What follows belongs to an exercise in optimizing a design on an open flow for small area; a production flow would make more cautious choices. In this exercise RTL edits were held to simulation tests only and were not proved equivalent to the original. No driver is modelled on the clock port, so clocking that relies on it looks cheaper here than on a real chip. Power is estimated from default activity; no workload was simulated.

`design/flow/run.sh`:
```
#!/bin/bash
# synth_recipe.tcl (not shown) runs the flow's synth.tcl, then flattens the netlist and writes it again
# the make line also repeats each setting of config.mk as NAME=value (left out here)
make -C /OpenROAD-flow-scripts/flow DESIGN_CONFIG=/design/flow/config.mk WORK_HOME=/design/flow/orfs CLKGATE_MAP_FILE= SYNTH_SCRIPT=/design/flow/synth_recipe.tcl finish
```
`design/flow/config.mk`:
```
export PLATFORM = sky130hd
export DESIGN_NAME = mips_register_file
export DESIGN_NICKNAME = mips_register_file
export VERILOG_FILES = /design/flow/design.v
export SDC_FILE = /design/flow/constraint.sdc
export NUM_CORES = 4
export LEC_CHECK = 0
export CAP_MARGIN = 20
export CELL_PAD_IN_SITES_DETAIL_PLACEMENT = 2
export CELL_PAD_IN_SITES_GLOBAL_PLACEMENT = 4
export CORE_MARGIN = 2
export CORE_UTILIZATION = 30
export PLACE_DENSITY = 0.45
export SETUP_SLACK_MARGIN = 0.2
export SLEW_MARGIN = 20
export SYNTH_HIERARCHICAL = 1
```
`design/flow/design.v`:
```
module mips_rf_pair (
  input  logic a,
  input  logic a_sel_n,
  input  logic b,
  input  logic b_sel_n,
  output logic y
);
  assign y = ~((a | a_sel_n) & (b | b_sel_n));
endmodule
module mips_rf_single (
  input  logic a,
  input  logic a_sel_n,
  output logic y
);
  assign y = ~(a | a_sel_n);
endmodule
module mips_rf_or16 (
  input  logic [15:0] t,
  output logic        y
);
  assign y = |t;
endmodule
module mips_register_file #(
  parameter int DATA_W = 32,
  parameter int ADDR_W = 5,
  parameter int CNT_W  = 16
) (
  input  logic              clk,
  input  logic              rst_n,
  input  logic [ADDR_W-1:0] read_reg1,
  input  logic [ADDR_W-1:0] read_reg2,
  output logic [DATA_W-1:0] read_data1,
  output logic [DATA_W-1:0] read_data2,
  input  logic              reg_write,
  input  logic [ADDR_W-1:0] write_reg,
  input  logic [DATA_W-1:0] write_data,
  input  logic              hilo_write,
  input  logic [DATA_W-1:0] hi_in,
  input  logic [DATA_W-1:0] lo_in,
  output logic [DATA_W-1:0] hi_out,
  output logic [DATA_W-1:0] lo_out,
  input  logic [ADDR_W-1:0] dbg_addr,
  output logic [DATA_W-1:0] dbg_data,
  output logic [CNT_W-1:0]  write_count
);
  localparam int DEPTH = 2**ADDR_W;
  logic [DATA_W-1:0] regs_n [1:DEPTH-1];
  logic [DEPTH-1:1]  valid_q;
  logic [DEPTH-1:1]  we;
  logic [DATA_W-1:0] wdata_n;
  logic [DATA_W-1:0] hi_q;
  logic [DATA_W-1:0] lo_q;
  logic [CNT_W-1:0]  cnt_q;
  logic              commit;
  assign commit  = rst_n && reg_write && (write_reg != '0);
  assign wdata_n = ~write_data;
  always_comb begin
    for (int i = 1; i < DEPTH; i++) we[i] = commit && (write_reg == ADDR_W'(i));
  end
  always_ff @(posedge clk) begin
    for (int i = 1; i < DEPTH; i++)
      if (we[i]) regs_n[i] <= wdata_n;
  end
  always_ff @(posedge clk or negedge rst_n) begin
    if (!rst_n) begin
      valid_q <= '0;
      hi_q    <= '0;
      lo_q    <= '0;
      cnt_q   <= '0;
    end else begin
      valid_q <= valid_q | we;
      if (commit && (cnt_q != '1)) cnt_q <= cnt_q + CNT_W'(1);
      if (hilo_write) begin
        hi_q <= hi_in;
        lo_q <= lo_in;
      end
    end
  end
  logic            byp1, byp2;
  logic [DEPTH-1:0] sel1_n, sel2_n, seld_n;
  assign byp1 = commit && (write_reg == read_reg1);
  assign byp2 = commit && (write_reg == read_reg2);
  always_comb begin
    sel1_n[0] = !byp1;
    sel2_n[0] = !byp2;
    seld_n[0] = 1'b1;
    for (int i = 1; i < DEPTH; i++) begin
      sel1_n[i] = !((read_reg1 == ADDR_W'(i)) && valid_q[i] && !byp1);
      sel2_n[i] = !((read_reg2 == ADDR_W'(i)) && valid_q[i] && !byp2);
      seld_n[i] = !((dbg_addr  == ADDR_W'(i)) && valid_q[i]);
    end
  end
  for (genvar b = 0; b < DATA_W; b++) begin : g_col
    logic [15:0] t1, t2, td;
    for (genvar k = 0; k < DEPTH/2; k++) begin : g_pair
      if (k == 0) begin : g_first
        mips_rf_pair u_p1 (.a(wdata_n[b]), .a_sel_n(sel1_n[0]), .b(regs_n[1][b]), .b_sel_n(sel1_n[1]), .y(t1[k]));
        mips_rf_pair u_p2 (.a(wdata_n[b]), .a_sel_n(sel2_n[0]), .b(regs_n[1][b]), .b_sel_n(sel2_n[1]), .y(t2[k]));
        mips_rf_single u_pd (.a(regs_n[1][b]), .a_sel_n(seld_n[1]), .y(td[k]));
      end else begin : g_rest
        mips_rf_pair u_p1 (.a(regs_n[2*k][b]), .a_sel_n(sel1_n[2*k]), .b(regs_n[2*k+1][b]), .b_sel_n(sel1_n[2*k+1]), .y(t1[k]));
        mips_rf_pair u_p2 (.a(regs_n[2*k][b]), .a_sel_n(sel2_n[2*k]), .b(regs_n[2*k+1][b]), .b_sel_n(sel2_n[2*k+1]), .y(t2[k]));
        mips_rf_pair u_pd (.a(regs_n[2*k][b]), .a_sel_n(seld_n[2*k]), .b(regs_n[2*k+1][b]), .b_sel_n(seld_n[2*k+1]), .y(td[k]));
      end
    end
    mips_rf_or16 u_o1 (.t(t1), .y(read_data1[b]));
    mips_rf_or16 u_o2 (.t(t2), .y(read_data2[b]));
    mips_rf_or16 u_od (.t(td), .y(dbg_data[b]));
  end
  assign hi_out      = hi_q;
  assign lo_out      = lo_q;
  assign write_count = cnt_q;
endmodule
```
`design/flow/constraint.sdc`:
```
create_clock -name core_clock -period 8.0 [get_ports {clk}]
set_input_delay 1.6000 -clock core_clock [delete_from_list [all_inputs] [get_ports {clk}]]
set_output_delay 1.6000 -clock core_clock [all_outputs]
set_load 0.01 [all_outputs]
```
==> qor.tcl, run 1 <==
set qor(number_of_antenna_violations_at_the_first_check_in_global_routing) 18
set qor(ir_worst_vdd_mv) 0.226
set qor(core-area_sq_um) 159000
set qor(dieArea_sq_um) 163000
set qor(ys_warn_count) 9
set qor(post-route-period-util) 0.943
set qor(post_synthesis_sequential_element_count) 1103
set qor(site_rows) 146
set qor(clock_tree.buffer_depth) 3
set qor(drc_errors) 0
set qor(avgViaCountPerCell) 7.14
set qor(grt.total_usage) 0.354
set qor(grt-ovfl-total) 0
set qor(global_route_wire_length_before_repair_um) 398000
set qor(cts_tree) {done}
set qor(floorplan.io_pins) 296
set qor(post_synth_num_cell_types) 35
set qor(post-layout-total-power_uw) 14000
set qor(die_outline_height_um) 404
set qor(share_of_final_layout_standard_cells_stronger_than_drive_strength_1) 0.144
set qor(holdCritPathClass) {reg2reg}
set qor(timing.reg2reg.setup_slack_ns) 6.07
set qor(total_power_density_per_cell_area_nw_per_um2) 230
set qor(timing.final.setup_violations) 0
set qor(cts_buffer_count) 137
set qor(postSynthCellCount) 3556
set qor(finalNetCount) 4354
set qor(skew_ns) 0.00515
set qor(worstRegToRegCells) 5
set qor(min_delay_path_depth) 1
set qor(worst_r2r_src) {cnt_q[0]$_DFFE_PN0P_}
set qor(placed_cells) 6165
set qor(hold_path.startpoint) {hi_q[13]$_DFFE_PN0P_}
set qor(synth_area_per_cell_sq_um) 13.5
set qor(fin_tns_setup_ns) 0
set qor(number_of_port_buffers) 295
set qor(cp.required_ns) 6.40
set qor(netlist_area_pre_place_sq_um) 48000
set qor(drt_first_iter_violations) 6607
set qor(layout_cells_excl_fill) 6419
set qor(post_cts.resized_instances) 0
set qor(seq_area_frac_synth) 0.679
set qor(critical_path_peak_fanout) 33
set qor(place_hpwl_um) 179000
set qor(routed_wirelength_um) 297000
set qor(initial_utilization) 0.303
set qor(end_kind) {output pin}
set qor(cts_hold_buffers) 0
set qor(drt_pass1_iterations) 6
set qor(drt.antenna.violating_nets) 0
set qor(clock_latency_ns) 0.79
set qor(slew_hr) 0.222
set qor(end_of_the_worst_register_to_register_path) {cnt_q[1]$_DFFE_PN0P_}
set qor(hold_viol_final) 0
set qor(cp-start-kind) {input port}
set qor(path_class) {in2out}
set qor(post_cts_setup_inserts) 0
set qor(maxClockFrequency_mhz) 133
set qor(tightest_slew_ns) 1.16
set qor(path_clk_slew_ns) 0.05
set qor(run_status) {finished clean}
set qor(rsz0062_at_grt) {false}
set qor(htree_levels) 4
set qor(holdPathEnd) {hi_q[13]$_DFFE_PN0P_}
set qor(leakagePower_uw) 0.0198
set qor(fin_worst_hold_slack_ns) 0.506
set qor(clock_sink_count) 1103
set qor(grt_max_degree) 65
set qor(final_period_minus_worst_setup_slack_ns) 7.54
set qor(cts-root-buf) {sky130_fd_sc_hd__clkbuf_16}
set qor(report.final.slew_viol_count) 0
set qor(finalWeightedCongestion) 0.906
set qor(postSynthNetCount) 3677
set qor(dieWidth_um) 404
set qor(timing.critical_path.arrival_ns) 5.94
set qor(post_drt_wl_per_cell_um) 46.2
set qor(vias) 45800
set qor(max_capacitance_violation_total) 0
set qor(area.growth.synth_to_final_pct) 27.0
set qor(grt_pass1_vias) 47100
-- layout make-up --
type                    instances  area [sq um]
clock buffers                 182          3770
diodes                          1          2.50
repair buffers                574          5750
inverters                      32           120
clock inverters                70           677
flip-flops and latches       1103         32600
well taps                    2072          2590
multi-input cells            2385         15500
fillers                     15900         97600
-- per-layer routing --
| layer | vias up | global-route usage | wire length, um |
|---|---|---|---|
| met5 | - | 0.00952 | 388 |
| met4 | 12 | 0.179 | 16900 |
| met3 | 849 | 0.111 | 34300 |
| met2 | 3476 | 0.513 | 125000 |
| met1 | 24000 | 0.475 | 120000 |
| li1 | 17500 | - | - |
-- worst max-delay path by stage --
stage          cells past startpoint         start             end
2_1_floorplan                     10  write_reg[2]   read_data1[0]
3_3_place_gp                      11  read_reg1[3]   read_data1[9]
3_5_place_dp                      13  write_reg[2]  read_data2[27]
4_1_cts                           13  write_reg[2]  read_data2[27]
5_1_grt                           13  write_reg[2]  read_data2[27]
6_report                          14  write_reg[0]  read_data2[27]
-- modules after synthesis, one instance, submodules excluded --
| module | area [sq um] | cells inside | copies in the design | flops+latches |
|---|---|---|---|---|
| mips_rf_or16 | 31.3 | 5 | 96 | 0 |
| mips_rf_single | 3.75 | 1 | 32 | 0 |
| mips_register_file | 35400 | 1540 | 1 | 1103 |
| mips_rf_pair | 6.26 | 1 | 1504 | 0 |
-- report_power, final --
group          internal (uW)  switching, uW  leakage (uW)
sequential              6400            139        0.0103
combinational            476            666       0.00740
clock                   3710           2600       0.00217
total                  10600           3410        0.0198
-- cell usage after synthesis --
cell                       instances  area (sq um)
sky130_fd_sc_hd__or4_1             1          7.51
sky130_fd_sc_hd__clkbuf_2          2          10.0
sky130_fd_sc_hd__o22ai_1        1504          9410
sky130_fd_sc_hd__dfrtp_1         111          2780
sky130_fd_sc_hd__nand3_2           1          10.0
sky130_fd_sc_hd__nor2b_1           7          43.8
sky130_fd_sc_hd__or4b_1            1          10.0
sky130_fd_sc_hd__nand4_4           1          21.3
sky130_fd_sc_hd__xnor2_1          12           105
sky130_fd_sc_hd__clkbuf_1         26          97.6
sky130_fd_sc_hd__nand3_1          27           135
sky130_fd_sc_hd__a21o_1            1          7.51
sky130_fd_sc_hd__mux2_2           65           732
sky130_fd_sc_hd__nor4_1          391          2450
sky130_fd_sc_hd__buf_6             1          11.3
sky130_fd_sc_hd__or2_1             6          37.5
sky130_fd_sc_hd__nor2_1           84           315
sky130_fd_sc_hd__a21oi_1           3          15.0
sky130_fd_sc_hd__xor2_1           12           105
sky130_fd_sc_hd__edfxtp_1        992         29800
sky130_fd_sc_hd__nand4b_1         31           272
sky130_fd_sc_hd__buf_2             6          30.0
sky130_fd_sc_hd__or3b_2            1          8.76
sky130_fd_sc_hd__inv_1            32           120
sky130_fd_sc_hd__nand2_1          13          48.8
sky130_fd_sc_hd__ha_1              1          12.5
sky130_fd_sc_hd__nor4_4            1          21.3
sky130_fd_sc_hd__nand2b_1         12          75.1
sky130_fd_sc_hd__or4_4             1          11.3
sky130_fd_sc_hd__and2_1            1          6.26
sky130_fd_sc_hd__nand4_1         150           938
sky130_fd_sc_hd__nor3_1           24           120
sky130_fd_sc_hd__and3_1            3          18.8
sky130_fd_sc_hd__or2_2            31           194
sky130_fd_sc_hd__clkbuf_8          1          13.8
-- state kept, by name (all words and copies together) (netlist names) --
| register | count |
|---|---|
| cnt_q | 16 |
| hi_q | 32 |
| lo_q | 32 |
| regs_n | 992 |
| valid_q | 31 |
-- cell usage in the layout (no fill, tap or decap), types with 9 or more instances in the layout --
cell	Yosys	routed
sky130_fd_sc_hd__buf_12	0	56
sky130_fd_sc_hd__buf_4	0	223
sky130_fd_sc_hd__bufinv_16	0	12
sky130_fd_sc_hd__clkbuf_1	26	33
sky130_fd_sc_hd__clkbuf_16	0	142
sky130_fd_sc_hd__clkdlybuf4s50_1	0	293
sky130_fd_sc_hd__clkinv_1	0	29
sky130_fd_sc_hd__clkinv_2	0	17
sky130_fd_sc_hd__dfrtp_1	111	111
sky130_fd_sc_hd__edfxtp_1	992	992
sky130_fd_sc_hd__inv_1	32	29
sky130_fd_sc_hd__inv_6	0	9
sky130_fd_sc_hd__mux2_2	65	65
sky130_fd_sc_hd__nand2_1	13	13
sky130_fd_sc_hd__nand2b_1	12	12
sky130_fd_sc_hd__nand3_1	27	10
sky130_fd_sc_hd__nand3_2	1	18
sky130_fd_sc_hd__nand4_1	150	150
sky130_fd_sc_hd__nand4b_1	31	31
sky130_fd_sc_hd__nor2_1	84	57
sky130_fd_sc_hd__nor2_4	0	27
sky130_fd_sc_hd__nor3_1	24	20
sky130_fd_sc_hd__nor4_1	391	388
sky130_fd_sc_hd__o22ai_1	1504	1504
sky130_fd_sc_hd__or2_2	31	31
sky130_fd_sc_hd__xnor2_1	12	12
sky130_fd_sc_hd__xor2_1	12	12
-- worst max-delay path: stages --
cell and delay, ns:
sky130_fd_sc_hd__clkdlybuf4s50_1 0.46, sky130_fd_sc_hd__buf_4 0.22, sky130_fd_sc_hd__nor2_1 0.10, sky130_fd_sc_hd__a21oi_1 0.28
sky130_fd_sc_hd__nand4_1 0.14, sky130_fd_sc_hd__buf_4 0.29, sky130_fd_sc_hd__nand4b_1 0.19, sky130_fd_sc_hd__buf_4 0.48
sky130_fd_sc_hd__buf_4 0.26, sky130_fd_sc_hd__o22ai_1 0.10, sky130_fd_sc_hd__nor4_1 0.82, sky130_fd_sc_hd__buf_4 0.25
sky130_fd_sc_hd__nand4_1 0.11, sky130_fd_sc_hd__clkdlybuf4s50_1 0.56
-- stage by stage --
step / setup WS (ns) / util / cell area [sq um]
finish: 0.455 / 0.384 / 60900
global route: 0.380 / 0.384 / 60900
CTS: 0.589 / 0.384 / 60900
detailed placement: 0.600 / 0.356 / 56500
global placement: 0.689 / 0.356 / 56400
floorplan: 2.20 / - / 48000
-- kinds of logic after synthesis --
group           after synthesis  synth area share
compound gates             1508             0.197
xor+xnor                     24           0.00438
fa+ha+maj                     1          0.000261
buf+inv                      68           0.00589
flops                      1103             0.679
mux                          65            0.0153
simple gates                787            0.0988
==> inputs of run 2 (changes only) <==
==> design/flow/flow/run.sh (new file) <==
#!/bin/bash
set -euo pipefail
cts_args="-sink_clustering_enable -repair_clock_nets -dont_use_dummy_load"
cts_args+=" -buf_list {sky130_fd_sc_hd__clkbuf_8}"
cts_args+=" -sink_clustering_size 16 -sink_clustering_max_diameter 50"
bash standard.sh \
  "BUFFER_PORTS_ARGS=-buffer_cell sky130_fd_sc_hd__buf_1" \
  "CTS_ARGS=$cts_args" \
  finish > flow_make.log 2>&1
==> design/flow/standard.sh (new file) <==
#!/bin/bash
# synth_recipe.tcl (not shown) runs the flow's synth.tcl, then flattens the netlist and writes it again
# the make line also repeats each setting of config.mk as NAME=value (left out here)
make -C /OpenROAD-flow-scripts/flow DESIGN_CONFIG=/design/flow/config.mk WORK_HOME=/design/flow/orfs CLKGATE_MAP_FILE= SYNTH_SCRIPT=/design/flow/synth_recipe.tcl "${@:-finish}"
==> design/flow/config.mk (replaced) <==
export PLATFORM = sky130hd
export DESIGN_NAME = mips_register_file
export DESIGN_NICKNAME = mips_register_file
export VERILOG_FILES = /design/flow/design.v
export SDC_FILE = /design/flow/constraint.sdc
export NUM_CORES = 4
export LEC_CHECK = 0
export CAP_MARGIN = 10
export CELL_PAD_IN_SITES_DETAIL_PLACEMENT = 1
export CELL_PAD_IN_SITES_GLOBAL_PLACEMENT = 2
export CORE_MARGIN = 2
export CORE_UTILIZATION = 50
export CTS_BUF_LIST = sky130_fd_sc_hd__clkbuf_8
export CTS_CLUSTER_DIAMETER = 50
export CTS_CLUSTER_SIZE = 16
export PLACE_DENSITY = 0.65
export SETUP_SLACK_MARGIN = 0.2
export SLEW_MARGIN = 10
export SYNTH_HIERARCHICAL = 1
removed: design/flow/run.sh
==> run 2 against run 1 <==
Still clean; maximum frequency increased by 1.7%; critical path depth decreased by 3; clock power decreased by 49%; count of clock-buffer cells in the layout decreased by 64; clock skew increased by 0.042 ns; critical endpoint is now read_data2[18]; largest cell class unchanged.
==> qor.tcl, run 2 <==
set qor(cts_tree) {done} ;# unchanged
set qor(clock_tree.buffer_depth) 3 ;# unchanged
set qor(floorplan.io_pins) 296 ;# unchanged
set qor(holdCritPathClass) {reg2reg} ;# unchanged
set qor(critical_path.most_common_cell) {sky130_fd_sc_hd__nand4_1} ;# was sky130_fd_sc_hd__buf_4
set qor(global_route_wire_length_before_repair_um) 346000 ;# was 398,000 um
set qor(grt_max_degree) 65 ;# unchanged
set qor(hold_viol_final) 0 ;# unchanged
set qor(cts_buffer_count) 118 ;# was 137
set qor(clock_latency_ns) 0.82 ;# was 0.79 ns
set qor(die_outline_height_um) 314 ;# was 404 um
set qor(fill_cells) 9531 ;# was 15.9k
set qor(leakagePower_uw) 0.0172 ;# was 0.0198 uW
set qor(path_delay_family) {simple AND/OR/NAND/NOR gates} ;# was buffers and inverters
set qor(timing.final.setup_violations) 0 ;# unchanged
set qor(slew_hr) 0.0624 ;# was 0.222
set qor(p_clk_frac) 0.303 ;# was 0.451
set qor(avgViaCountPerCell) 8.68 ;# was 7.14
set qor(finalWeightedCongestion) 1.01 ;# was 0.906
set qor(dieArea_sq_um) 98400 ;# was 163,000 sq um
set qor(routed_wirelength_um) 253000 ;# was 297,000 um
set qor(most_common_cell_after_layout_fill_and_taps_aside) {sky130_fd_sc_hd__o22ai_1} ;# unchanged
set qor(max_capacitance_violation_total) 0 ;# unchanged
set qor(post_synthesis_sequential_element_count) 1103 ;# unchanged
set qor(drt_pass1_iterations) 8 ;# was 6
set qor(post_cts.resized_instances) 0 ;# unchanged
set qor(drt_first_iter_violations) 8594 ;# was 6,607
set qor(grt.total_usage) 0.502 ;# was 0.354
set qor(grt_pass1_vias) 46400 ;# was 47.1k
set qor(skew_ns) 0.0472 ;# was 0.00515 ns
set qor(netlist_area_pre_place_sq_um) 48000 ;# unchanged
set qor(seq_area_frac_synth) 0.679 ;# unchanged
set qor(initial_utilization) 0.505 ;# was 0.303
set qor(path_clk_slew_ns) 0.07 ;# was 0.05 ns
set qor(synth_async_sr_flop_share) 0.101 ;# unchanged
set qor(number_of_antenna_violations_at_the_first_check_in_global_routing) 14 ;# was 18
set qor(top_register_by_number_of_flip_flops) {regs_n} ;# unchanged
set qor(total_power_density_per_cell_area_nw_per_um2) 196 ;# was 230 nW/um^2
set qor(largest_reg_flops) 992 ;# unchanged
set qor(critical_path_peak_fanout) 63 ;# was 33
set qor(timing.critical_path.arrival_ns) 5.82 ;# was 5.94 ns
set qor(share_of_final_layout_standard_cells_stronger_than_drive_strength_1) 0.117 ;# was 0.144
set qor(synth.most_common_cell) {sky130_fd_sc_hd__o22ai_1} ;# unchanged
set qor(postSynthCellCount) 3556 ;# unchanged
set qor(yosysTopAreaCellShare) 0.621 ;# unchanged
set qor(core-area_sq_um) 95000 ;# was 159,000 sq um
set qor(cts_hold_buffers) 0 ;# unchanged
set qor(vias) 47000 ;# was 45.8k
set qor(htree_levels) 3 ;# was 4
set qor(rsz0062_at_grt) {false} ;# unchanged
set qor(post_drt_wl_per_cell_um) 46.6 ;# was 46.2 um
set qor(cp.required_ns) 6.40 ;# about the same
set qor(top_library_cells_by_usage_in_the_layout_fill_and_taps_aside) {sky130_fd_sc_hd__o22ai_1 (1,504), sky130_fd_sc_hd__edfxtp_1 (992), sky130_fd_sc_hd__nor4_1 (391)} ;# was sky130_fd_sc_hd__o22ai_1 (1,504), sky130_fd_sc_hd__edfxtp_1 (992), sky130_fd_sc_hd__nor4_1 (388)
set qor(synth_area_per_cell_sq_um) 13.5 ;# unchanged
set qor(place_hpwl_um) 154000 ;# was 179,000 um
set qor(cp-start-kind) {input port} ;# unchanged
set qor(p_switching_uw) 2710 ;# was 3410 uW
set qor(area.growth.synth_to_final_pct) 13.2 ;# was 27.0%
set qor(tightest_slew_ns) 1.41 ;# was 1.16 ns
set qor(dieWidth_um) 314 ;# was 404 um
set qor(post_synth_num_cell_types) 35 ;# unchanged
set qor(synth_top_flop_cell) {sky130_fd_sc_hd__edfxtp_1} ;# unchanged
set qor(report.final.slew_viol_count) 0 ;# unchanged
set qor(end_kind) {output pin} ;# unchanged
set qor(ys_warn_count) 9 ;# unchanged
set qor(internal_power_component_uw) 7950 ;# was 10,600 uW
set qor(synthTopCellsByArea) {sky130_fd_sc_hd__edfxtp_1 (62%), sky130_fd_sc_hd__o22ai_1 (20%), sky130_fd_sc_hd__dfrtp_1 (5.8%)} ;# unchanged
set qor(largest_registers) {regs_n (992), hi_q (32), lo_q (32)} ;# unchanged
set qor(fin_worst_hold_slack_ns) 0.506 ;# about the same
set qor(path_class) {in2out} ;# unchanged
set qor(finalNetCount) 4271 ;# was 4,354
set qor(worst_path_largest_cell_delay_ns) 0.78 ;# was 0.82 ns
set qor(fin_tns_setup_ns) 0 ;# unchanged
set qor(grt-ovfl-total) 0 ;# unchanged
set qor(final_period_minus_worst_setup_slack_ns) 7.42 ;# was 7.54 ns
set qor(post_synth_most_frequent_cells) {sky130_fd_sc_hd__o22ai_1 (1,504), sky130_fd_sc_hd__edfxtp_1 (992), sky130_fd_sc_hd__nor4_1 (391)} ;# unchanged
set qor(drt.antenna.violating_nets) 0 ;# unchanged
set qor(yosysTopAreaCell) {sky130_fd_sc_hd__edfxtp_1} ;# unchanged
set qor(crit_path_top_delay_cell) {sky130_fd_sc_hd__nand4_1} ;# was sky130_fd_sc_hd__nor4_1
set qor(post-route-period-util) 0.928 ;# was 0.943
set qor(post-layout-total-power_uw) 10700 ;# was 14,000 uW
set qor(number_of_port_buffers) 295 ;# unchanged
set qor(ir_worst_vdd_mv) 0.179 ;# was 0.226 mV
set qor(site_rows) 113 ;# was 146
set qor(critPathBufInv) 4 ;# was 7
set qor(cts-root-buf) {sky130_fd_sc_hd__clkbuf_8} ;# was sky130_fd_sc_hd__clkbuf_16
set qor(p_sw_frac) 0.254 ;# was 0.244
set qor(worstPathCellList) {buf_1, nor3_1, a21oi_1, nand4_1, buf_12, nand4_1, buf_4, o22ai_1, nor4_1, nand4_1, buf_1} ;# was clkdlybuf4s50_1, buf_4, nor2_1, a21oi_1, nand4_1, buf_4, nand4b_1, buf_4, buf_4, o22ai_1, nor4_1, buf_4, nand4_1, clkdlybuf4s50_1
set qor(clock_sink_count) 1103 ;# unchanged
set qor(run_status) {finished clean} ;# unchanged
set qor(drc_errors) 0 ;# unchanged
set qor(maxClockFrequency_mhz) 135 ;# was 133 MHz
set qor(synth_enable_flop_cells) 992 ;# unchanged
set qor(p_seq_frac) 0.613 ;# was 0.467
set qor(post_cts_setup_inserts) 0 ;# unchanged
set qor(postSynthNetCount) 3677 ;# unchanged
set qor(power.combinational.fraction) 0.084 ;# was 0.082
## run 2: cell types whose count changed in the layout (fill, tap and decap cells not counted), sizes merged, moves of 7 or more
cell and change:
bufinv -12, clkinv -47, clkdlybuf4s50 -293, buf +227, clkbuf -62, inv -8, diode +7
## run 2: final cells by class
type | instances | area, sq um | share of cell area
tap | 1265 | 1580 | 0.0291
timing repair buffer | 510 | 2940 | 0.0542
antenna | 8 | 20.0 | 0.000368
clock buffer | 118 | 1620 | 0.0299
multi-input combinational | 2385 | 15500 | 0.285
sequential | 1103 | 32600 | 0.599
inverter | 32 | 120 | 0.00221
## run 2: modules after synthesis, one instance, submodules excluded
module / times used / cell area, sq um
mips_register_file: 1 / 35400
mips_rf_or16: 96 / 31.3
mips_rf_pair: 1504 / 6.26
mips_rf_single: 32 / 3.75
## run 2: power by group through the flow
stage	clock (uW)	combinational [uW]	sequential, uW
3_5_place_dp	0	851	6650
3_3_place_gp	0	828	6640
4_1_cts	3200	853	6520
5_1_grt	3390	918	6540
6_report	3230	896	6530
2_1_floorplan	0	397	6620
## run 2: worst paths after layout
kind	start	to	slack [ns]	cells past startpoint
worst min-delay path	cnt_q[11]$_DFFE_PN0P_	cnt_q[11]$_DFFE_PN0P_	0.51	1
worst min register to register	cnt_q[11]$_DFFE_PN0P_	cnt_q[11]$_DFFE_PN0P_	0.51	1
worst max-delay path	write_reg[1]	read_data2[18]	0.58	11
min in group asynchronous	rst_n	valid_q[6]$_DFF_PN0_	0.96	2
worst max register to register	cnt_q[0]$_DFFE_PN0P_	cnt_q[1]$_DFFE_PN0P_	6.12	5
max in group asynchronous	rst_n	cnt_q[11]$_DFFE_PN0P_	5.73	3
## run 2: cells by family (layout without fill, tap and decap cells)
| group | count (synthesis) | in the layout | synth area share |
|---|---|---|---|
| flip-flops | 1103 | 1103 | 0.679 |
| other | 0 | 8 | 0 |
| AND/OR/NAND/NOR | 787 | 787 | 0.0988 |
| XOR/XNOR | 24 | 24 | 0.00438 |
| multiplexers | 65 | 65 | 0.0153 |
| buffers and inverters | 68 | 660 | 0.00589 |
| adder cells (fa/ha/maj) | 1 | 1 | 0.000261 |
| AO/OA/AOI/OAI | 1508 | 1508 | 0.197 |
## run 2: metrics by stage
step                      utilization  setup WS (ns)  cells  cell area, sq um
after global routing            0.572          0.626   5416             54300
after detailed placement        0.554          0.897   5293             52700
after floorplan                     -           2.20   3556             48000
after global placement          0.554           1.01   5293             52700
after CTS                       0.571          0.919   5411             54300
final                           0.572          0.579   5421             54300
## run 2: routing by layer
layer | up-vias | global-route usage | part of all wire
met4 | 16 | 0.371 | 0.093
met5 | - | 0.00338 | 0.00052
li1 | 17200 | - | -
met3 | 1564 | 0.215 | 0.17
met2 | 5283 | 0.714 | 0.41
met1 | 23000 | 0.607 | 0.32
==> inputs of run 3 (changes only) <==
--- a/design/flow/design.v
+++ b/design/flow/design.v
@@ -14,4 +14,10 @@
 );
   assign y = ~(a | a_sel_n);
+endmodule
+module mips_rf_drv (
+  input  logic a,
+  output logic y
+);
+  assign y = ~a;
 endmodule
 module mips_rf_or16 (
@@ -48,4 +54,5 @@
   logic [DEPTH-1:1]  valid_q;
   logic [DEPTH-1:1]  we;
+  logic [DEPTH-1:1]  we_n;
   logic [DATA_W-1:0] wdata_n;
   logic [DATA_W-1:0] hi_q;
@@ -54,7 +61,12 @@
   logic              commit;
   assign commit  = rst_n && reg_write && (write_reg != '0);
-  assign wdata_n = ~write_data;
+  for (genvar b = 0; b < DATA_W; b++) begin : g_wd
+    mips_rf_drv u_drv (.a(write_data[b]), .y(wdata_n[b]));
+  end
   always_comb begin
-    for (int i = 1; i < DEPTH; i++) we[i] = commit && (write_reg == ADDR_W'(i));
+    for (int i = 1; i < DEPTH; i++) we_n[i] = !(commit && (write_reg == ADDR_W'(i)));
+  end
+  for (genvar i = 1; i < DEPTH; i++) begin : g_we
+    mips_rf_drv u_drv (.a(we_n[i]), .y(we[i]));
   end
   always_ff @(posedge clk) begin
@@ -78,15 +90,25 @@
   end
   logic            byp1, byp2;
+  logic [DEPTH-1:0] sel1, sel2, seld;
   logic [DEPTH-1:0] sel1_n, sel2_n, seld_n;
   assign byp1 = commit && (write_reg == read_reg1);
   assign byp2 = commit && (write_reg == read_reg2);
   always_comb begin
-    sel1_n[0] = !byp1;
-    sel2_n[0] = !byp2;
-    seld_n[0] = 1'b1;
+    sel1[0] = byp1;
+    sel2[0] = byp2;
+    seld[0] = 1'b0;
     for (int i = 1; i < DEPTH; i++) begin
-      sel1_n[i] = !((read_reg1 == ADDR_W'(i)) && valid_q[i] && !byp1);
-      sel2_n[i] = !((read_reg2 == ADDR_W'(i)) && valid_q[i] && !byp2);
-      seld_n[i] = !((dbg_addr  == ADDR_W'(i)) && valid_q[i]);
+      sel1[i] = (read_reg1 == ADDR_W'(i)) && valid_q[i] && !byp1;
+      sel2[i] = (read_reg2 == ADDR_W'(i)) && valid_q[i] && !byp2;
+      seld[i] = (dbg_addr  == ADDR_W'(i)) && valid_q[i];
+    end
+  end
+  for (genvar i = 0; i < DEPTH; i++) begin : g_sel
+    mips_rf_drv u_d1 (.a(sel1[i]), .y(sel1_n[i]));
+    mips_rf_drv u_d2 (.a(sel2[i]), .y(sel2_n[i]));
+    if (i == 0) begin : g_nod
+      assign seld_n[i] = 1'b1;
+    end else begin : g_d
+      mips_rf_drv u_dd (.a(seld[i]), .y(seld_n[i]));
     end
   end
==> run 3 against run 2 <==
Sequential share of layout area decreased by 0.94 points; total power shrank 0.54%; non-clock buffer count down 3; critical endpoint is now read_data1[10]; register-to-register slack got worse by 0.32 ns; critical path type unchanged; synthesized cell count increased by 4.6%; cell count is 2.9% higher; clock power decreased by 2%; highest routed layer unchanged; combinational power rose by 2%; setup slack got worse by 0.33 ns; critical path depth up 2; global-route usage rose by 0.20 points.
==> qor.tcl, run 3 <==
set qor(hold_viol_final) 0 ;# unchanged
set qor(grt.total_usage) 0.504 ;# was 0.502
set qor(timing.critical_path.arrival_ns) 6.15 ;# was 5.82 ns
set qor(holdCritPathClass) {reg2reg} ;# unchanged
set qor(timing.reg2reg.setup_slack_ns) 5.80 ;# was 6.12 ns
set qor(synth_async_sr_flop_share) 0.101 ;# unchanged
set qor(core-area_sq_um) 96900 ;# was 95,000 sq um
set qor(drt.antenna.violating_nets) 0 ;# unchanged
set qor(top_library_cells_by_usage_in_the_layout_fill_and_taps_aside) {sky130_fd_sc_hd__o22ai_1 (1,504), sky130_fd_sc_hd__edfxtp_1 (992), sky130_fd_sc_hd__nor4_1 (392)} ;# was sky130_fd_sc_hd__o22ai_1 (1,504), sky130_fd_sc_hd__edfxtp_1 (992), sky130_fd_sc_hd__nor4_1 (391)
set qor(largest_reg_flops) 992 ;# unchanged
set qor(vias) 47800 ;# was 47.0k
set qor(fin_tns_setup_ns) 0 ;# unchanged
set qor(area.growth.synth_to_final_pct) 12.7 ;# was 13.2%
set qor(synth_top_flop_cell) {sky130_fd_sc_hd__edfxtp_1} ;# unchanged
set qor(synth_enable_flop_cells) 992 ;# unchanged
set qor(path_clk_slew_ns) 0.06 ;# was 0.07 ns
set qor(crit_path_top_delay_cell) {sky130_fd_sc_hd__nor4_4} ;# was sky130_fd_sc_hd__nand4_1
set qor(layout.area.seq_sq_um) 32600 ;# unchanged
set qor(timing.final.setup_violations) 0 ;# unchanged
set qor(ir_worst_vdd_mv) 0.154 ;# was 0.179 mV
set qor(leakagePower_uw) 0.0179 ;# was 0.0172 uW
set qor(clock_latency_ns) 0.83 ;# was 0.82 ns
set qor(grt.met1_usage) 0.611 ;# was 0.607
set qor(finalNetCount) 4421 ;# was 4,271
set qor(fill_cells) 9662 ;# was 9,531
set qor(initial_utilization) 0.506 ;# was 0.505
set qor(critical_path_peak_fanout) 22 ;# was 63
set qor(dieArea_sq_um) 101000 ;# was 98,400 sq um
set qor(finalWeightedCongestion) 1.02 ;# was 1.01
set qor(dieWidth_um) 317 ;# was 314 um
set qor(ys_warn_count) 9 ;# unchanged
set qor(globalRoute.busiestLayer) {met2} ;# unchanged
set qor(top_register_by_number_of_flip_flops) {regs_n} ;# unchanged
set qor(cts_hold_buffers) 0 ;# unchanged
set qor(post-route-period-util) 0.968 ;# was 0.928
set qor(cp.required_ns) 6.40 ;# about the same
set qor(worst_path_largest_cell_delay_ns) 1.04 ;# was 0.78 ns
set qor(post_synth_most_frequent_cells) {sky130_fd_sc_hd__o22ai_1 (1,504), sky130_fd_sc_hd__edfxtp_1 (992), sky130_fd_sc_hd__nor4_1 (392)} ;# was sky130_fd_sc_hd__o22ai_1 (1,504), sky130_fd_sc_hd__edfxtp_1 (992), sky130_fd_sc_hd__nor4_1 (391)
set qor(floorplan.io_pins) 296 ;# unchanged
set qor(routed_wirelength_um) 257000 ;# was 253,000 um
set qor(most_common_cell_after_layout_fill_and_taps_aside) {sky130_fd_sc_hd__o22ai_1} ;# unchanged
set qor(number_of_antenna_violations_at_the_first_check_in_global_routing) 10 ;# was 14
set qor(rsz0062_at_grt) {false} ;# unchanged
set qor(cts_buffer_count) 115 ;# was 118
set qor(critical_path.most_common_cell) {sky130_fd_sc_hd__buf_4} ;# was sky130_fd_sc_hd__nand4_1
set qor(cts-root-buf) {sky130_fd_sc_hd__clkbuf_8} ;# unchanged
set qor(report.final.slew_viol_count) 0 ;# unchanged
set qor(share_of_final_layout_standard_cells_stronger_than_drive_strength_1) 0.123 ;# was 0.117
set qor(post_cts_setup_inserts) 0 ;# unchanged
set qor(worstPathCellList) {buf_1, nor4_4, o21a_1, nor4_4, buf_4, nor4_2, inv_1, buf_4, buf_4, o22ai_1, nor4_1, nand4_1, buf_1} ;# was buf_1, nor3_1, a21oi_1, nand4_1, buf_12, nand4_1, buf_4, o22ai_1, nor4_1, nand4_1, buf_1
set qor(synthTopCellsByArea) {sky130_fd_sc_hd__edfxtp_1 (61%), sky130_fd_sc_hd__o22ai_1 (19%), sky130_fd_sc_hd__dfrtp_1 (5.7%)} ;# was sky130_fd_sc_hd__edfxtp_1 (62%), sky130_fd_sc_hd__o22ai_1 (20%), sky130_fd_sc_hd__dfrtp_1 (5.8%)
set qor(synth_area_per_cell_sq_um) 13.2 ;# was 13.5 sq um
set qor(avgViaCountPerCell) 8.56 ;# was 8.68
set qor(grt-ovfl-total) 0 ;# unchanged
set qor(final_period_minus_worst_setup_slack_ns) 7.75 ;# was 7.42 ns
set qor(postSynthNetCount) 3839 ;# was 3,677
set qor(number_of_port_buffers) 295 ;# unchanged
set qor(synth.most_common_cell) {sky130_fd_sc_hd__o22ai_1} ;# unchanged
set qor(post_cts.resized_instances) 0 ;# unchanged
set qor(multiInputGateArea_sq_um) 15600 ;# was 15,500 sq um
set qor(place_hpwl_um) 148000 ;# was 154,000 um
set qor(global_route.usage.met3) 0.259 ;# was 0.215
set qor(htree_levels) 3 ;# unchanged
set qor(skew_ns) 0.0183 ;# was 0.0472 ns
set qor(post_synth_num_cell_types) 36 ;# was 35
set qor(site_rows) 114 ;# was 113
set qor(post_synthesis_sequential_element_count) 1103 ;# unchanged
set qor(grt_pass1_vias) 48000 ;# was 46.4k
set qor(cp-start-kind) {input port} ;# unchanged
set qor(drt_pass1_iterations) 9 ;# was 8
set qor(drt_first_iter_violations) 9052 ;# was 8,594
set qor(seq_area_frac_synth) 0.665 ;# was 0.679
set qor(tightest_slew_ns) 1.35 ;# was 1.41 ns
set qor(end_kind) {output pin} ;# unchanged
set qor(total_power_density_per_cell_area_nw_per_um2) 192 ;# was 196 nW/um^2
set qor(maxClockFrequency_mhz) 129 ;# was 135 MHz
set qor(netlist_area_pre_place_sq_um) 49000 ;# was 48,000 sq um
set qor(global_route_wire_length_before_repair_um) 352000 ;# was 346,000 um
set qor(met2_track_usage_gr) 0.694 ;# was 0.714
set qor(layout_cells_excl_fill) 5579 ;# was 5,421
set qor(post_drt_wl_per_cell_um) 46.1 ;# was 46.6 um
set qor(postSynthCellCount) 3718 ;# was 3,556
set qor(cts_tree) {done} ;# unchanged
set qor(path_class) {in2out} ;# unchanged
set qor(yosysTopAreaCellShare) 0.608 ;# was 0.621
set qor(largest_registers) {regs_n (992), hi_q (32), lo_q (32)} ;# unchanged
set qor(yosysTopAreaCell) {sky130_fd_sc_hd__edfxtp_1} ;# unchanged
set qor(clock_tree.buffer_depth) 3 ;# unchanged
set qor(placed_cells) 5458 ;# was 5,293
set qor(max_capacitance_violation_total) 0 ;# unchanged
set qor(drc_errors) 0 ;# unchanged
set qor(run_status) {finished clean} ;# unchanged
set qor(slew_hr) 0.103 ;# was 0.0624
set qor(clock_sink_count) 1103 ;# unchanged
set qor(die_outline_height_um) 317 ;# was 314 um
set qor(grt_max_degree) 65 ;# unchanged
[run 3: cell families after synthesis]
group	count (synthesis)	share of synthesized area
buf+inv	200	0.0171
fa+ha+maj	1	0.000255
xor+xnor	23	0.00411
simple gates	818	0.106
compound gates	1506	0.192
flops	1103	0.665
mux	67	0.0154
[run 3: metrics by stage]
| stage | total power [uW] | worst slack, ns | hold slack, ns | utilization | cell area, sq um |
|---|---|---|---|---|---|
| final | 10600 | 0.252 | 0.496 | 0.570 | 55200 |
| after floorplan | 7050 | 2.51 | 0.474 | - | 49000 |
| after CTS | 10500 | 0.685 | 0.501 | 0.569 | 55200 |
| after global routing | 10800 | 0.330 | 0.517 | 0.570 | 55200 |
| after detailed placement | 7510 | 0.720 | 0.489 | 0.553 | 53600 |
| after global placement | 7470 | 0.850 | 0.481 | 0.553 | 53600 |
[run 3: layout make-up]
cell class	instances	share of cell area
tap	1276	0.0289
clock buffer	115	0.0287
multi-input combinational	2415	0.282
sequential	1103	0.590
antenna	5	0.000227
timing repair buffer	507	0.0589
inverter	158	0.0107
[run 3: per-module statistics from Yosys, one instance, submodules excluded]
module              cell area, sq um  cells
mips_register_file             35900   1544
mips_rf_drv                     3.75      1
mips_rf_or16                    31.3      5
mips_rf_single                  3.75      1
mips_rf_pair                    6.26      1
[run 3: routing by layer]
layer	up-vias	wire, um
met5	-	103
met4	9	22500
met3	1634	48700
met2	5461	103000
met1	23100	82700
li1	17500	-
[run 3: critical path, delay by kind of cell]
family | cells | cell delay [ns]
AOI/OAI and AO/OA | 2 | 0.42
buffers and inverters | 6 | 2.07
and+or+nand+nor | 5 | 2.02
[run 3: path summary, 6_finish.rpt]
kind	from	to	cells past startpoint
min in group asynchronous	rst_n	hi_q[22]$_DFFE_PN0P_	2
worst min-delay path	cnt_q[15]$_DFFE_PN0P_	cnt_q[15]$_DFFE_PN0P_	1
worst max-delay path	write_reg[2]	read_data1[10]	13
worst max register to register	cnt_q[0]$_DFFE_PN0P_	cnt_q[1]$_DFFE_PN0P_	5
worst min register to register	cnt_q[15]$_DFFE_PN0P_	cnt_q[15]$_DFFE_PN0P_	1
max in group asynchronous	rst_n	valid_q[20]$_DFF_PN0_	2
[run 3: power breakdown]
part           total [uW]  leakage [uW]  internal (uW)  switching, uW
Clock                3170      0.000827           1260           1910
Sequential           6520        0.0103           6400            122
Combinational         912       0.00677            269            644
==> inputs of run 4 (changes only) <==
--- a/design/flow/design.v
+++ b/design/flow/design.v
@@ -14,10 +14,4 @@
 );
   assign y = ~(a | a_sel_n);
-endmodule
-module mips_rf_drv (
-  input  logic a,
-  output logic y
-);
-  assign y = ~a;
 endmodule
 module mips_rf_or16 (
@@ -54,5 +48,4 @@
   logic [DEPTH-1:1]  valid_q;
   logic [DEPTH-1:1]  we;
-  logic [DEPTH-1:1]  we_n;
   logic [DATA_W-1:0] wdata_n;
   logic [DATA_W-1:0] hi_q;
@@ -61,12 +54,7 @@
   logic              commit;
   assign commit  = rst_n && reg_write && (write_reg != '0);
-  for (genvar b = 0; b < DATA_W; b++) begin : g_wd
-    mips_rf_drv u_drv (.a(write_data[b]), .y(wdata_n[b]));
-  end
+  assign wdata_n = ~write_data;
   always_comb begin
-    for (int i = 1; i < DEPTH; i++) we_n[i] = !(commit && (write_reg == ADDR_W'(i)));
-  end
-  for (genvar i = 1; i < DEPTH; i++) begin : g_we
-    mips_rf_drv u_drv (.a(we_n[i]), .y(we[i]));
+    for (int i = 1; i < DEPTH; i++) we[i] = commit && (write_reg == ADDR_W'(i));
   end
   always_ff @(posedge clk) begin
@@ -90,25 +78,15 @@
   end
   logic            byp1, byp2;
-  logic [DEPTH-1:0] sel1, sel2, seld;
   logic [DEPTH-1:0] sel1_n, sel2_n, seld_n;
   assign byp1 = commit && (write_reg == read_reg1);
   assign byp2 = commit && (write_reg == read_reg2);
   always_comb begin
-    sel1[0] = byp1;
-    sel2[0] = byp2;
-    seld[0] = 1'b0;
+    sel1_n[0] = !byp1;
+    sel2_n[0] = !byp2;
+    seld_n[0] = 1'b1;
     for (int i = 1; i < DEPTH; i++) begin
-      sel1[i] = (read_reg1 == ADDR_W'(i)) && valid_q[i] && !byp1;
-      sel2[i] = (read_reg2 == ADDR_W'(i)) && valid_q[i] && !byp2;
-      seld[i] = (dbg_addr  == ADDR_W'(i)) && valid_q[i];
-    end
-  end
-  for (genvar i = 0; i < DEPTH; i++) begin : g_sel
-    mips_rf_drv u_d1 (.a(sel1[i]), .y(sel1_n[i]));
-    mips_rf_drv u_d2 (.a(sel2[i]), .y(sel2_n[i]));
-    if (i == 0) begin : g_nod
-      assign seld_n[i] = 1'b1;
-    end else begin : g_d
-      mips_rf_drv u_dd (.a(seld[i]), .y(seld_n[i]));
+      sel1_n[i] = !((read_reg1 == ADDR_W'(i)) && valid_q[i] && !byp1);
+      sel2_n[i] = !((read_reg2 == ADDR_W'(i)) && valid_q[i] && !byp2);
+      seld_n[i] = !((dbg_addr  == ADDR_W'(i)) && valid_q[i]);
     end
   end
==> design/flow/flow/run.sh (replaced) <==
#!/bin/bash
set -euo pipefail
here=$(pwd)
cts_args="-sink_clustering_enable -repair_clock_nets -dont_use_dummy_load"
cts_args+=" -buf_list {sky130_fd_sc_hd__clkbuf_8}"
cts_args+=" -sink_clustering_size 16 -sink_clustering_max_diameter 50"
bash standard.sh \
  "BUFFER_PORTS_ARGS=-buffer_cell sky130_fd_sc_hd__buf_1" \
  "CTS_ARGS=$cts_args" \
  "POST_CTS_TCL=$here/flow/clk_resize.tcl" \
  finish > flow_make.log 2>&1
==> design/flow/flow/clk_resize.tcl (new file) <==
# POST_CTS hook: downsize clock-tree buffers one step at a time while the worst flip-flop
# clock-pin slew (placement-estimated parasitics) stays within the target.
set clk_target [expr {105e-12}]
proc clk_worst_slew {} {
  set w 0
  foreach pin [all_registers -clock_pins -edge_triggered] {
    foreach edge {rise fall} {
      foreach an {min max} {
        set s [sta::time_ui_sta [get_property $pin slew_${an}_$edge]]
        if {$s > $w} { set w $s }
      }
    }
  }
  return $w
}
set clk_order {sky130_fd_sc_hd__clkbuf_16 sky130_fd_sc_hd__clkbuf_8 sky130_fd_sc_hd__clkbuf_4 sky130_fd_sc_hd__clkbuf_2}
set clk_db [ord::get_db]
estimate_parasitics -placement
set clk_start [clk_worst_slew]
set clk_limit [expr {max($clk_target, $clk_start)}]
puts "clk_resize: start worst slew [expr {$clk_start * 1e12}] ps, limit [expr {$clk_limit * 1e12}] ps"
set clk_saved 0.0
set clk_n 0
foreach inst [[ord::get_db_block] getInsts] {
  set i [lsearch -exact $clk_order [[$inst getMaster] getName]]
  if {$i < 0} { continue }
  set is_clk 0
  foreach it [$inst getITerms] {
    if {[$it isOutputSignal] && [$it getNet] ne "NULL" && [[$it getNet] getSigType] eq "CLOCK"} { set is_clk 1 }
  }
  if {!$is_clk} { continue }
  while {$i + 1 < [llength $clk_order]} {
    set old [$inst getMaster]
    set new [$clk_db findMaster [lindex $clk_order [expr {$i + 1}]]]
    $inst swapMaster $new
    estimate_parasitics -placement
    if {[clk_worst_slew] > $clk_limit} {
      $inst swapMaster $old
      break
    }
    set clk_saved [expr {$clk_saved + ([$old getWidth] - [$new getWidth]) * [$old getHeight] / 1e6}]
    incr clk_n
    incr i
  }
}
estimate_parasitics -placement
puts "clk_resize: $clk_n downsizing steps, saved $clk_saved um2, end worst slew [expr {[clk_worst_slew] * 1e12}] ps"
==> run 4 against run 3 <==
Flip-flop and latch count is the same; total power fell by 3.0%; clock skew is 0.35 ns higher; largest cell class unchanged; via count is 1.9% lower; die area fell by 2.0%; sequential share of layout area rose by 1.4 points; combinational power decreased by 2%; clock power fell by 9.8%; register-to-register slack improved by 0.12 ns; worst hold slack worse by 0.21 ns; sequential power hardly changed.
==> qor.tcl, run 4 <==
set qor(p_sw_frac) 0.260 ;# was 0.252
set qor(max_capacitance_violation_total) 0 ;# unchanged
set qor(total_power_density_per_cell_area_nw_per_um2) 191 ;# was 192 nW/um^2
set qor(site_rows) 113 ;# was 114
set qor(hold_viol_final) 0 ;# unchanged
set qor(finalWeightedCongestion) 1.01 ;# was 1.02
set qor(critPathBufInv) 3 ;# was 6
set qor(synth_top_flop_cell) {sky130_fd_sc_hd__edfxtp_1} ;# unchanged
set qor(critical_path_peak_fanout) 43 ;# was 22
set qor(worstPathCellList) {buf_1, nor3_1, a21oi_1, nand4_1, buf_4, nand4_1, o22ai_1, nor4_1, nand4_1, buf_1} ;# was buf_1, nor4_4, o21a_1, nor4_4, buf_4, nor4_2, inv_1, buf_4, buf_4, o22ai_1, nor4_1, nand4_1, buf_1
set qor(timing.final.setup_violations) 0 ;# unchanged
set qor(post-route-period-util) 0.921 ;# was 0.968
set qor(timing.critical_path.arrival_ns) 5.77 ;# was 6.15 ns
set qor(p_clk_frac) 0.278 ;# was 0.299
set qor(ys_warn_count) 9 ;# unchanged
set qor(synthTopCellsByArea) {sky130_fd_sc_hd__edfxtp_1 (62%), sky130_fd_sc_hd__o22ai_1 (20%), sky130_fd_sc_hd__dfrtp_1 (5.8%)} ;# was sky130_fd_sc_hd__edfxtp_1 (61%), sky130_fd_sc_hd__o22ai_1 (19%), sky130_fd_sc_hd__dfrtp_1 (5.7%)
set qor(most_common_cell_after_layout_fill_and_taps_aside) {sky130_fd_sc_hd__o22ai_1} ;# unchanged
set qor(post_drt_wl_per_cell_um) 46.6 ;# was 46.1 um
set qor(worst_r2r_src) {cnt_q[7]$_DFFE_PN0P_} ;# was cnt_q[0]$_DFFE_PN0P_
set qor(seq_area_frac_synth) 0.679 ;# was 0.665
set qor(area.growth.synth_to_final_pct) 12.4 ;# was 12.7%
set qor(fill_cells) 9595 ;# was 9,662
set qor(yosys.area_share.xor_xnor) 0.00438 ;# was 0.00411
set qor(synth.most_common_cell) {sky130_fd_sc_hd__o22ai_1} ;# unchanged
set qor(routed_wirelength_um) 252000 ;# was 257,000 um
set qor(dieArea_sq_um) 98400 ;# was 101,000 sq um
set qor(critical_path.most_common_cell) {sky130_fd_sc_hd__nand4_1} ;# was sky130_fd_sc_hd__buf_4
set qor(largest_registers) {regs_n (992), hi_q (32), lo_q (32)} ;# unchanged
set qor(drc_errors) 0 ;# unchanged
set qor(dieWidth_um) 314 ;# was 317 um
set qor(leakagePower_uw) 0.0171 ;# was 0.0179 uW
set qor(drt_first_iter_violations) 8627 ;# was 9,052
set qor(post_synth_most_frequent_cells) {sky130_fd_sc_hd__o22ai_1 (1,504), sky130_fd_sc_hd__edfxtp_1 (992), sky130_fd_sc_hd__nor4_1 (391)} ;# was sky130_fd_sc_hd__o22ai_1 (1,504), sky130_fd_sc_hd__edfxtp_1 (992), sky130_fd_sc_hd__nor4_1 (392)
set qor(grt_max_degree) 65 ;# unchanged
set qor(pre_cts_ws_ns) 0.897 ;# was 0.720 ns
set qor(placement.cell_area_sq_um) 52700 ;# was 53,600 sq um
set qor(skew_ns) 0.373 ;# was 0.0183 ns
set qor(worst_path_largest_cell_delay_ns) 0.79 ;# was 1.04 ns
set qor(ir_worst_vdd_mv) 0.178 ;# was 0.154 mV
set qor(die_outline_height_um) 314 ;# was 317 um
set qor(fin_worst_hold_slack_ns) 0.287 ;# was 0.496 ns
set qor(report.final.slew_viol_count) 0 ;# unchanged
set qor(cts_tree) {done} ;# unchanged
set qor(path_delay_family) {simple AND/OR/NAND/NOR gates} ;# was buffers and inverters
set qor(largest_reg_flops) 992 ;# unchanged
set qor(crit_path_top_delay_cell) {sky130_fd_sc_hd__nor4_1} ;# was sky130_fd_sc_hd__nor4_4
set qor(number_of_port_buffers) 295 ;# unchanged
set qor(end_kind) {output pin} ;# unchanged
set qor(path_class) {in2out} ;# unchanged
set qor(place_hpwl_um) 154000 ;# was 148,000 um
set qor(p_switching_uw) 2670 ;# about the same
set qor(rsz0062_at_grt) {false} ;# unchanged
set qor(post_synth_num_cell_types) 35 ;# was 36
set qor(holdCritPathClass) {in2reg} ;# was reg2reg
set qor(netlist_area_pre_place_sq_um) 48000 ;# was 49,000 sq um
set qor(drt_pass1_iterations) 8 ;# was 9
set qor(maxClockFrequency_mhz) 136 ;# was 129 MHz
set qor(largest_family_of_logic_cells_by_synthesized_area) {compound AO/OA/AOI/OAI gates} ;# unchanged
set qor(synth_enable_flop_cells) 992 ;# unchanged
set qor(postSynthNetCount) 3677 ;# was 3,839
set qor(initial_utilization) 0.505 ;# was 0.506
set qor(drt.antenna.violating_nets) 0 ;# unchanged
set qor(post_synthesis_sequential_element_count) 1103 ;# unchanged
set qor(cp.required_ns) 6.40 ;# about the same
set qor(hold_path.startpoint) {lo_in[7]} ;# was cnt_q[15]$_DFFE_PN0P_
set qor(global_route_wire_length_before_repair_um) 346000 ;# was 352,000 um
set qor(grt_pass1_vias) 46300 ;# was 48.0k
set qor(synth_async_sr_flop_share) 0.101 ;# unchanged
set qor(finalNetCount) 4270 ;# was 4,421
set qor(run_status) {finished clean} ;# unchanged
set qor(critical_path.startpoint) {write_reg[1]} ;# was write_reg[2]
set qor(final_period_minus_worst_setup_slack_ns) 7.37 ;# was 7.75 ns
set qor(internal_power_component_uw) 7620 ;# was 7930 uW
set qor(avgViaCountPerCell) 8.65 ;# was 8.56
set qor(floorplan.io_pins) 296 ;# unchanged
set qor(synth.area.mux_share) 0.0153 ;# was 0.0154
set qor(p_seq_frac) 0.635 ;# was 0.615
set qor(share_of_final_layout_standard_cells_stronger_than_drive_strength_1) 0.116 ;# was 0.123
set qor(fin_tns_setup_ns) 0 ;# unchanged
set qor(top_register_by_number_of_flip_flops) {regs_n} ;# unchanged
set qor(yosysTopAreaCell) {sky130_fd_sc_hd__edfxtp_1} ;# unchanged
set qor(synth_area_per_cell_sq_um) 13.5 ;# was 13.2 sq um
set qor(cp-start-kind) {input port} ;# unchanged
set qor(slew_hr) 0.0712 ;# was 0.103
set qor(clock_latency_ns) 1.54 ;# was 0.83 ns
set qor(postSynthCellCount) 3556 ;# was 3,718
set qor(postLayoutSetupSlackWorst_ns) 0.634 ;# was 0.252 ns
set qor(adder_cell_fraction_of_synth_area) 0.000261 ;# was 0.000255
set qor(power.combinational.fraction) 0.087 ;# was 0.086
set qor(grt-ovfl-total) 0 ;# unchanged
set qor(clock_sink_count) 1103 ;# unchanged
set qor(tightest_slew_ns) 1.39 ;# was 1.35 ns
set qor(synth-compound-area-share) 0.197 ;# was 0.192
set qor(vias) 46900 ;# was 47.8k
set qor(grt.total_usage) 0.501 ;# was 0.504
set qor(number_of_antenna_violations_at_the_first_check_in_global_routing) 16 ;# was 10
set qor(top_library_cells_by_usage_in_the_layout_fill_and_taps_aside) {sky130_fd_sc_hd__o22ai_1 (1,504), sky130_fd_sc_hd__edfxtp_1 (992), sky130_fd_sc_hd__nor4_1 (391)} ;# was sky130_fd_sc_hd__o22ai_1 (1,504), sky130_fd_sc_hd__edfxtp_1 (992), sky130_fd_sc_hd__nor4_1 (392)
set qor(final_cell_area_sq_um) 53900 ;# was 55,200 sq um
set qor(core-area_sq_um) 95000 ;# was 96,900 sq um
set qor(yosysTopAreaCellShare) 0.621 ;# was 0.608
set qor(synthSimpleGateAreaFrac) 0.0988 ;# was 0.106
set qor(path_clk_slew_ns) 0.10 ;# was 0.06 ns
set qor(post-layout-total-power_uw) 10300 ;# was 10,600 uW
==> run 4: changes by cell type after synthesis, sizes merged, moves of 7 or more <==
cell and delta:
nand2 -70, nor4 -56, buf -11, nor3 +7
and3 -30, nand4b +31, nor2 +44, inv -126
nand4 +49
==> run 4: final timing paths <==
| path | to | slack (ns) | cells after the start |
|---|---|---|---|
| max | read_data1[15] | 0.63 | 10 |
| min | lo_q[7]$_DFFE_PN0P_ | 0.29 | 2 |
| max reg2reg | cnt_q[1]$_DFFE_PN0P_ | 5.92 | 4 |
| min reg2reg | cnt_q[13]$_DFFE_PN0P_ | 0.51 | 4 |
| max in group asynchronous | cnt_q[11]$_DFFE_PN0P_ | 6.12 | 3 |
| min in group asynchronous | valid_q[6]$_DFF_PN0_ | 0.38 | 2 |
==> run 4: Yosys stat by module (local to each module, per instance) <==
module	flip-flops and latches	cells
mips_register_file	1103	1540
mips_rf_or16	0	5
mips_rf_single	0	1
mips_rf_pair	0	1
==> run 4: cell type report <==
class / instances / area, sq um / share of cell area
flip-flops and latches: 1103 / 32600 / 0.604
repair buffers: 509 / 2920 / 0.0542
multi-input cells: 2385 / 15500 / 0.287
diodes: 10 / 25.0 / 0.000464
clock buffers: 118 / 1240 / 0.0229
inverters: 32 / 120 / 0.00223
well taps: 1265 / 1580 / 0.0293
==> run 4: metal layers <==
metal / vias to the layer above / routed length (um) / global-route usage
li1: 17200 / - / -
met1: 23000 / 81600 / 0.607
met2: 5148 / 104000 / 0.712
met3: 1521 / 42700 / 0.215
met4: 22 / 23500 / 0.375
met5: - / 230 / 0
==> run 4: cells by family (layout without fill, tap and decap cells) <==
| group | Yosys count | after routing |
|---|---|---|
| flops | 1103 | 1103 |
| other cells | 0 | 10 |
| compound gates | 1508 | 1508 |
| mux | 65 | 65 |
| xor+xnor | 24 | 24 |
| fa+ha+maj | 1 | 1 |
| buf+inv | 68 | 659 |
| simple gates | 787 | 787 |
==> run 4: power groups by stage <==
stage / clock network, uW / registers, uW / logic (uW)
2_1_floorplan: 0 / 6620 / 397
3_3_place_gp: 0 / 6640 / 828
3_5_place_dp: 0 / 6650 / 851
5_1_grt: 3020 / 6540 / 918
6_report: 2860 / 6530 / 895
==> run 4: metrics by stage <==
stage           util  std cells
2_1_floorplan      -       3556
3_3_place_gp   0.554       5293
3_5_place_dp   0.554       5293
5_1_grt        0.568       5417
6_report       0.568       5422
==> inputs of run 5 (changes only) <==
==> design/flow/flow/run.sh (replaced) <==
#!/bin/bash
set -euo pipefail
here=$(pwd)
platform_dont_use="sky130_fd_sc_hd__probe_p_8 sky130_fd_sc_hd__probec_p_8 sky130_fd_sc_hd__lpflow_bleeder_1 sky130_fd_sc_hd__lpflow_clkbufkapwr_1 sky130_fd_sc_hd__lpflow_clkbufkapwr_16 sky130_fd_sc_hd__lpflow_clkbufkapwr_2 sky130_fd_sc_hd__lpflow_clkbufkapwr_4 sky130_fd_sc_hd__lpflow_clkbufkapwr_8 sky130_fd_sc_hd__lpflow_clkinvkapwr_1 sky130_fd_sc_hd__lpflow_clkinvkapwr_16 sky130_fd_sc_hd__lpflow_clkinvkapwr_2 sky130_fd_sc_hd__lpflow_clkinvkapwr_4 sky130_fd_sc_hd__lpflow_clkinvkapwr_8 sky130_fd_sc_hd__lpflow_decapkapwr_12 sky130_fd_sc_hd__lpflow_decapkapwr_3 sky130_fd_sc_hd__lpflow_decapkapwr_4 sky130_fd_sc_hd__lpflow_decapkapwr_6 sky130_fd_sc_hd__lpflow_decapkapwr_8 sky130_fd_sc_hd__lpflow_inputiso0n_1 sky130_fd_sc_hd__lpflow_inputiso0p_1 sky130_fd_sc_hd__lpflow_inputiso1n_1 sky130_fd_sc_hd__lpflow_inputiso1p_1 sky130_fd_sc_hd__lpflow_inputisolatch_1 sky130_fd_sc_hd__lpflow_isobufsrc_1 sky130_fd_sc_hd__lpflow_isobufsrc_16 sky130_fd_sc_hd__lpflow_isobufsrc_2 sky130_fd_sc_hd__lpflow_isobufsrc_4 sky130_fd_sc_hd__lpflow_isobufsrc_8 sky130_fd_sc_hd__lpflow_isobufsrckapwr_16 sky130_fd_sc_hd__lpflow_lsbuf_lh_hl_isowell_tap_1 sky130_fd_sc_hd__lpflow_lsbuf_lh_hl_isowell_tap_2 sky130_fd_sc_hd__lpflow_lsbuf_lh_hl_isowell_tap_4 sky130_fd_sc_hd__lpflow_lsbuf_lh_isowell_4 sky130_fd_sc_hd__lpflow_lsbuf_lh_isowell_tap_1 sky130_fd_sc_hd__lpflow_lsbuf_lh_isowell_tap_2 sky130_fd_sc_hd__lpflow_lsbuf_lh_isowell_tap_4"
extra_dont_use="sky130_fd_sc_hd__buf_12 sky130_fd_sc_hd__buf_16 sky130_fd_sc_hd__buf_8 sky130_fd_sc_hd__buf_6"
extra_dont_use+=" sky130_fd_sc_hd__bufbuf_16 sky130_fd_sc_hd__bufbuf_8 sky130_fd_sc_hd__bufinv_16 sky130_fd_sc_hd__bufinv_8"
extra_dont_use+=" sky130_fd_sc_hd__nand4_4 sky130_fd_sc_hd__nand4_2 sky130_fd_sc_hd__nor2_4 sky130_fd_sc_hd__nor2_8"
extra_dont_use+=" sky130_fd_sc_hd__nand3_4 sky130_fd_sc_hd__nand2_8 sky130_fd_sc_hd__nand2_4"
extra_dont_use+=" sky130_fd_sc_hd__inv_12 sky130_fd_sc_hd__inv_16 sky130_fd_sc_hd__inv_8"
cts_args="-sink_clustering_enable -repair_clock_nets -dont_use_dummy_load"
cts_args+=" -buf_list {sky130_fd_sc_hd__clkbuf_8}"
cts_args+=" -sink_clustering_size 16 -sink_clustering_max_diameter 50"
bash standard.sh synth > flow_synth.log 2>&1
bash standard.sh \
  "DONT_USE_CELLS=$platform_dont_use $extra_dont_use" \
  "BUFFER_PORTS_ARGS=-buffer_cell sky130_fd_sc_hd__buf_1" \
  "CTS_ARGS=$cts_args" \
  "POST_CTS_TCL=$here/flow/clk_resize.tcl" \
  finish > flow_make.log 2>&1
==> run 5 against run 4 <==
The layout now fails its checks (capacitance limit, slew limit); clock power hardly changed; flip-flop and latch count stayed put; area after synthesis stayed put; largest cell class unchanged; highest routed layer unchanged.
==> qor.tcl, run 5 <==
set qor(run_status) {finished with violations} ;# was finished clean
set qor(failed_checks) {capacitance limit, slew limit}
set qor(worst_path_largest_cell_delay_ns) 0.93 ;# was 0.79 ns
set qor(core-area_sq_um) 95000 ;# unchanged
set qor(vias) 47800 ;# was 46.9k
set qor(largest_registers) {regs_n (992), hi_q (32), lo_q (32)} ;# unchanged
set qor(top_register_by_number_of_flip_flops) {regs_n} ;# unchanged
set qor(tightest_slew_ns) 1.55 ;# was 1.39 ns
set qor(postSynthCellCount) 3556 ;# unchanged
set qor(largest_reg_flops) 992 ;# unchanged
set qor(synth_async_sr_flop_share) 0.101 ;# unchanged
set qor(synth_enable_flop_cells) 992 ;# unchanged
set qor(number_of_port_buffers) 295 ;# unchanged
set qor(floorplan.io_pins) 296 ;# unchanged
set qor(post-route-period-util) 0.971 ;# was 0.921
set qor(rsz0062_at_grt) {false} ;# unchanged
set qor(finalWeightedCongestion) 1.05 ;# was 1.01
set qor(drt_first_iter_violations) 9949 ;# was 8,627
set qor(cts_tree) {done} ;# unchanged
set qor(synth.most_common_cell) {sky130_fd_sc_hd__o22ai_1} ;# unchanged
set qor(max_capacitance_violation_total) 1 ;# was 0
set qor(post_synthesis_sequential_element_count) 1103 ;# unchanged
set qor(crit_path_top_delay_cell) {sky130_fd_sc_hd__nor4_1} ;# unchanged
set qor(multiInputGateArea_sq_um) 15300 ;# was 15,500 sq um
set qor(synthTopCellsByArea) {sky130_fd_sc_hd__edfxtp_1 (62%), sky130_fd_sc_hd__o22ai_1 (20%), sky130_fd_sc_hd__dfrtp_1 (5.8%)} ;# unchanged
set qor(fill_cells) 9715 ;# was 9,595
set qor(holdCritPathClass) {in2async} ;# was in2reg
set qor(final_period_minus_worst_setup_slack_ns) 7.77 ;# was 7.37 ns
set qor(avgViaCountPerCell) 8.57 ;# was 8.65
set qor(top_library_cells_by_usage_in_the_layout_fill_and_taps_aside) {sky130_fd_sc_hd__o22ai_1 (1,504), sky130_fd_sc_hd__edfxtp_1 (992), sky130_fd_sc_hd__buf_1 (419)} ;# was sky130_fd_sc_hd__o22ai_1 (1,504), sky130_fd_sc_hd__edfxtp_1 (992), sky130_fd_sc_hd__nor4_1 (391)
set qor(postSynthNetCount) 3677 ;# unchanged
set qor(timing.final.setup_violations) 0 ;# unchanged
set qor(grt.total_usage) 0.505 ;# was 0.501
set qor(number_of_antenna_violations_at_the_first_check_in_global_routing) 21 ;# was 16
set qor(seq_area_frac_synth) 0.679 ;# unchanged
set qor(maxClockFrequency_mhz) 129 ;# was 136 MHz
set qor(area.growth.synth_to_final_pct) 12.2 ;# was 12.4%
set qor(critPathBufInv) 4 ;# was 3
set qor(critical_path_peak_fanout) 46 ;# was 43
set qor(path_clk_slew_ns) 0.09 ;# was 0.10 ns
set qor(dieArea_sq_um) 98400 ;# unchanged
set qor(grt-ovfl-total) 0 ;# unchanged
set qor(ir_worst_vdd_mv) 0.169 ;# was 0.178 mV
set qor(timing.critical_path.arrival_ns) 6.17 ;# was 5.77 ns
set qor(report.final.slew_viol_count) 2 ;# was 0
set qor(fin_tns_setup_ns) 0 ;# unchanged
set qor(site_rows) 113 ;# unchanged
set qor(grt.met1_usage) 0.631 ;# was 0.607
set qor(cp.required_ns) 6.40 ;# about the same
-- run 5: cells by family (layout without fill, tap and decap cells) --
kind of cell	Yosys count	in the layout	synth area share
adder cells (fa/ha/maj)	1	1	0.000261
AO/OA/AOI/OAI	1508	1508	0.197
buffers and inverters	68	811	0.00589
flip-flops	1103	1103	0.679
XOR/XNOR	24	24	0.00438
AND/OR/NAND/NOR	787	787	0.0988
other	0	16	0
multiplexers	65	65	0.0153
-- run 5: area by class of cell --
cell class,instances,share of cell area
antenna,16,0.000744
clock buffer,131,0.0229
inverter,32,0.00223
multi-input combinational,2385,0.284
sequential,1103,0.605
tap,1265,0.0294
timing repair buffer,648,0.0553
-- run 5: final timing paths --
check	cells past startpoint	slack (ns)	end
max in group asynchronous	2	6.39	valid_q[28]$_DFF_PN0_
hold reg to reg	1	0.51	lo_q[31]$_DFFE_PN0P_
setup / recovery	11	0.23	read_data1[27]
hold / removal	1	0.35	hi_q[3]$_DFFE_PN0P_
setup reg to reg	5	6.03	cnt_q[14]$_DFFE_PN0P_
min in group core_clock	1	0.51	lo_q[31]$_DFFE_PN0P_
-- run 5: metal layers --
metal  routed length, um  vias up
met5                 402        -
met4               21100       23
met3               46900     1664
met2              102000     5454
met1               84300    23200
li1                    -    17500
-- run 5: report_power, final --
| part | leakage, uW | internal, uW | switching [uW] |
|---|---|---|---|
| sequential | 0.0103 | 6390 | 134 |
| clock | 0.000718 | 955 | 1920 |
| combinational | 0.00599 | 258 | 671 |
-- run 5: Yosys stat by module (local to each module, per instance) --
| module | flops+latches | cell area [sq um] | cells inside |
|---|---|---|---|
| mips_rf_single | 0 | 3.75 | 1 |
| mips_rf_or16 | 0 | 31.3 | 5 |
| mips_rf_pair | 0 | 6.26 | 1 |
| mips_register_file | 1103 | 35400 | 1540 |
-- run 5: metrics by stage --
stage | hold WS (ns) | cell area [sq um] | std cells | util | setup WS [ns]
global route | 0.331 | 53800 | 5571 | 0.566 | 0.336
floorplan | 0.478 | 48000 | 3556 | - | 2.20
global placement | 0.488 | 52500 | 5431 | 0.553 | 0.568
finish | 0.355 | 53800 | 5580 | 0.567 | 0.232
detailed placement | 0.494 | 52500 | 5431 | 0.553 | 0.552

Check on run 5: ideal ports give 0.232 ns setup slack; a clkbuf_16 on the clock port and buf_2 on the inputs give 0.205 ns; moving port delays by the midpoint clock arrival (1.277 ns) as well gives 0.205 ns.
